From an optimization exercise on the open Yosys and OpenROAD flow, aimed at small area, a short achievable clock period and few clock cycles per item; shortcuts taken in it are not production practice. In this exercise RTL edits were held to simulation tests only and were not proved equivalent to the original. No activity file was given, so power comes from the tool's default toggle rates.

## color_key_corner_search
module color_key_corner_search #(
	parameter int unsigned FRAME_WIDTH  = 640,
	parameter int unsigned FRAME_HEIGHT = 480,
	parameter int unsigned RADIUS       = 25
) (
	input  wire logic                                clk,
	input  wire logic                                arst_n,
	input  wire logic                                s_axis_tvalid,
	output logic                                     s_axis_tready,
	input  wire logic [ckcs_pkg::IN_TDATA_W-1:0]     s_axis_tdata,
	input  wire logic                                s_axis_tlast,
	output logic                                     m_axis_tvalid,
	input  wire logic                                m_axis_tready,
	output logic [ckcs_pkg::OUT_TDATA_W-1:0]         m_axis_tdata,
	input  wire logic                                cfg_wen,
	input  wire logic [ckcs_pkg::CFG_IDX_W-1:0]      cfg_addr,
	input  wire logic [ckcs_pkg::CFG_DAT_W-1:0]      cfg_wdata
);
For scale: ~1800 cells after synthesis, about 290 flip-flops, about 18000 um2 of cells after synthesis.
Settings: LEC_CHECK=0, CAP_MARGIN=20, CORE_MARGIN=2, CORE_UTILIZATION=40, SLEW_MARGIN=20; clock period 7.5 ns.
run.sh (not shown) runs the stock make flow with config.mk's settings and CLKGATE_MAP_FILE= SYNTH_SCRIPT=/design/flow/synth_recipe.tcl, a recipe that flattens the netlist after the stock synthesis.
The baseline finished clean.
Testbench counts at the start, summed over its fixed seeds: cycles 2,457,648, items 2,457,600.
Next try:
==> flow/flow/run.sh (new file) <==
#!/bin/bash
# Standard layout, with the port buffers made from buf_1 cells.
cp standard.sh standard_sh.txt
export BUFFER_PORTS_ARGS="-buffer_cell sky130_fd_sc_hd__buf_1"
bash standard.sh > standard.log 2>&1
==> flow/standard.sh (new file) <==
#!/bin/bash
# synth_recipe.tcl (not shown) runs the flow's synth.tcl, then flattens the netlist and writes it again
# the make line also repeats each setting of config.mk as NAME=value (left out here)
make -C /OpenROAD-flow-scripts/flow DESIGN_CONFIG=/design/flow/config.mk WORK_HOME=/design/flow/orfs CLKGATE_MAP_FILE= SYNTH_SCRIPT=/design/flow/synth_recipe.tcl "${@:-finish}"
- SETUP_SLACK_MARGIN: default -> 4.0
removed: flow/run.sh
Result: Via count is about the same. Utilization fell by 1.4 points. Design area fell by 2.9%.
Next try:
==> flow/run.sh (new file) <==
#!/bin/bash
# synth_recipe.tcl (not shown) runs the flow's synth.tcl, then flattens the netlist and writes it again
# the make line also repeats each setting of config.mk as NAME=value (left out here)
make -C /OpenROAD-flow-scripts/flow DESIGN_CONFIG=/design/flow/config.mk WORK_HOME=/design/flow/orfs CLKGATE_MAP_FILE= SYNTH_SCRIPT=/design/flow/synth_recipe.tcl finish
- SETUP_SLACK_MARGIN: 4.0 -> 4.5
removed: flow/flow/run.sh
removed: flow/standard.sh
What happened: The changed run went through all stages and came out clean; total power rises by 11%; via count rises by about 1.3%; sequential cell count stays the same; setup slack gets better by 0.14 ns; routed wire length rises by 2.9%; combinational power rises by 24%; synthesized area is unchanged; synthesized cell count does not change; worst hold slack gets better by 0.0036 ns.


Another version of the RTL of color_key_corner_search (not shown whole).
Size in the first run: ~330 flip-flops, ~130 I/O pins, roughly 0.018 mm² of cells after synthesis.
==> flow/config.mk <==
export PLATFORM = sky130hd
export DESIGN_NAME = color_key_corner_search
export DESIGN_NICKNAME = color_key_corner_search
export VERILOG_FILES = /design/flow/design.v
export SDC_FILE = /design/flow/constraint.sdc
export NUM_CORES = 4
export LEC_CHECK = 0
export CAP_MARGIN = 20
export CORE_MARGIN = 2
export CORE_UTILIZATION = 40
export SETUP_SLACK_MARGIN = 4.5
export SLEW_MARGIN = 20
==> flow/constraint.sdc <==
create_clock -name core_clock -period 7.5 [get_ports {clk}]
set_input_delay 1.5000 -clock core_clock [delete_from_list [all_inputs] [get_ports {clk}]]
set_output_delay 1.5000 -clock core_clock [all_outputs]
set_load 0.01 [all_outputs]
standard.sh (not shown) runs the stock make flow with config.mk's settings and CLKGATE_MAP_FILE= SYNTH_SCRIPT=/design/flow/synth_recipe.tcl, a recipe that flattens the netlist after the stock synthesis.
==> flow/flow/run.sh <==
#!/bin/bash
# Standard layout, with the port buffers made from buf_1 cells.
cp standard.sh standard_sh.txt
export BUFFER_PORTS_ARGS="-buffer_cell sky130_fd_sc_hd__buf_1"
bash standard.sh > standard.log 2>&1
The starting point completed without violations.
Testbench counts at the start, summed over its fixed seeds: cycles 2,457,656, items 2,457,600.
Rerun with:
Settings changed: SETUP_SLACK_MARGIN 4.5 to 4.6.
The new run finished clean.
Power stays flat.
Synthesized area does not change.
Design area climbs by 0.62%.
Routed wire length is about the same.
Sequential share of layout area fell by 0.22 points.
Fmax fell by 1.3%.
Worst setup slack is worse by 0.040 ns.
Count of clock-buffer cells in the layout grows by 5.
Cell count goes up by 0.44%.
Sequential power barely changes.


color_key_corner_search, a different RTL version from the one above (not shown whole).
Size in the first run: ~1800 cells after synthesis, ~330 flip-flops, roughly 130 I/O pins.
Settings: LEC_CHECK=0, CAP_MARGIN=20, CORE_MARGIN=2, CORE_UTILIZATION=40, SETUP_SLACK_MARGIN=4.7, SLEW_MARGIN=20; clock period 7.5 ns.
Scripts as last shown in full above: flow/flow/run.sh
Testbench counts at the start, summed over its fixed seeds: cycles 2,457,656, items 2,457,600.
Rerun with:
--- a/flow/config.mk
+++ b/flow/config.mk
@@ -10,3 +10,3 @@
 export CORE_UTILIZATION = 40
-export SETUP_SLACK_MARGIN = 4.7
+export SETUP_SLACK_MARGIN = 4.5
 export SLEW_MARGIN = 20
What happened: Combinational power falls by 7.4%. Setup slack improves by 3.4 ps. Clock power came out lower by about 5%. Clock skew barely changes. Critical path depth is lower by 3.
Rerun with:
--- a/flow/config.mk
+++ b/flow/config.mk
@@ -10,3 +10,3 @@
 export CORE_UTILIZATION = 40
-export SETUP_SLACK_MARGIN = 4.5
+export SETUP_SLACK_MARGIN = 4.6
 export SLEW_MARGIN = 20
After rerunning: The new run went through all stages and came out clean; clock-buffer cell count increases by 5; die area does not change; register-to-register slack degrades by 60 ps; worst setup slack degrades by 26 ps; worst hold slack improves by 7.5 ps; clock power is about the same; final area increases by 1.2%.

[re-timing with driven ports]
The results above use ideal ports. As a check the final layouts listed here were re-extracted and re-timed, cells and wires unchanged.
Step 1 (the two cells are an assumption about what drives the block):
set clk [get_ports {clk}]
set_driving_cell -lib_cell sky130_fd_sc_hd__clkbuf_16 $clk
set_driving_cell -lib_cell sky130_fd_sc_hd__buf_2 [delete_from_list [all_inputs] $clk]
Step 2 times the ports against the registers' clock, not the clock port: input delays grow and output delays shrink by t, the midpoint of the rising clock arrivals with the driver on.
a / b / c = ideal ports / drivers / drivers and shift; a / b = the first two.
run | t (ns) | slack for setup (ns) | latest minus earliest clock arrival (ns) | cell pins on the clock port's net
the first run of note 1 | 0.575 | 3.219 / 3.249 / 2.674 | 0.017 / 0.017 | 1
the second run of note 1 | 0.587 | 4.073 / 4.093 / 3.506 | 0.015 / 0.015 | 1
the third run of note 1 | 0.581 | 4.212 / 4.212 / 3.916 | 0.014 / 0.014 | 1
the first run of note 2 | 0.602 | 4.456 / 4.456 / 3.951 | 0.023 / 0.022 | 1
the second run of note 2 | 0.609 | 4.416 / 4.416 / 3.944 | 0.016 / 0.017 | 1
the first run of note 3 | 0.601 | 4.563 / 4.563 / 4.084 | 0.024 / 0.023 | 1
the second run of note 3 | 0.593 | 4.566 / 4.563 / 3.970 | 0.028 / 0.028 | 1
the third run of note 3 | 0.615 | 4.540 / 4.540 / 4.000 | 0.029 / 0.029 | 1
After both steps setup and hold are still met in every run listed. For the second run of note 3, which loses most, drivers alone change the setup slack by -0.003 ns; drivers and shift together by -0.596 ns.
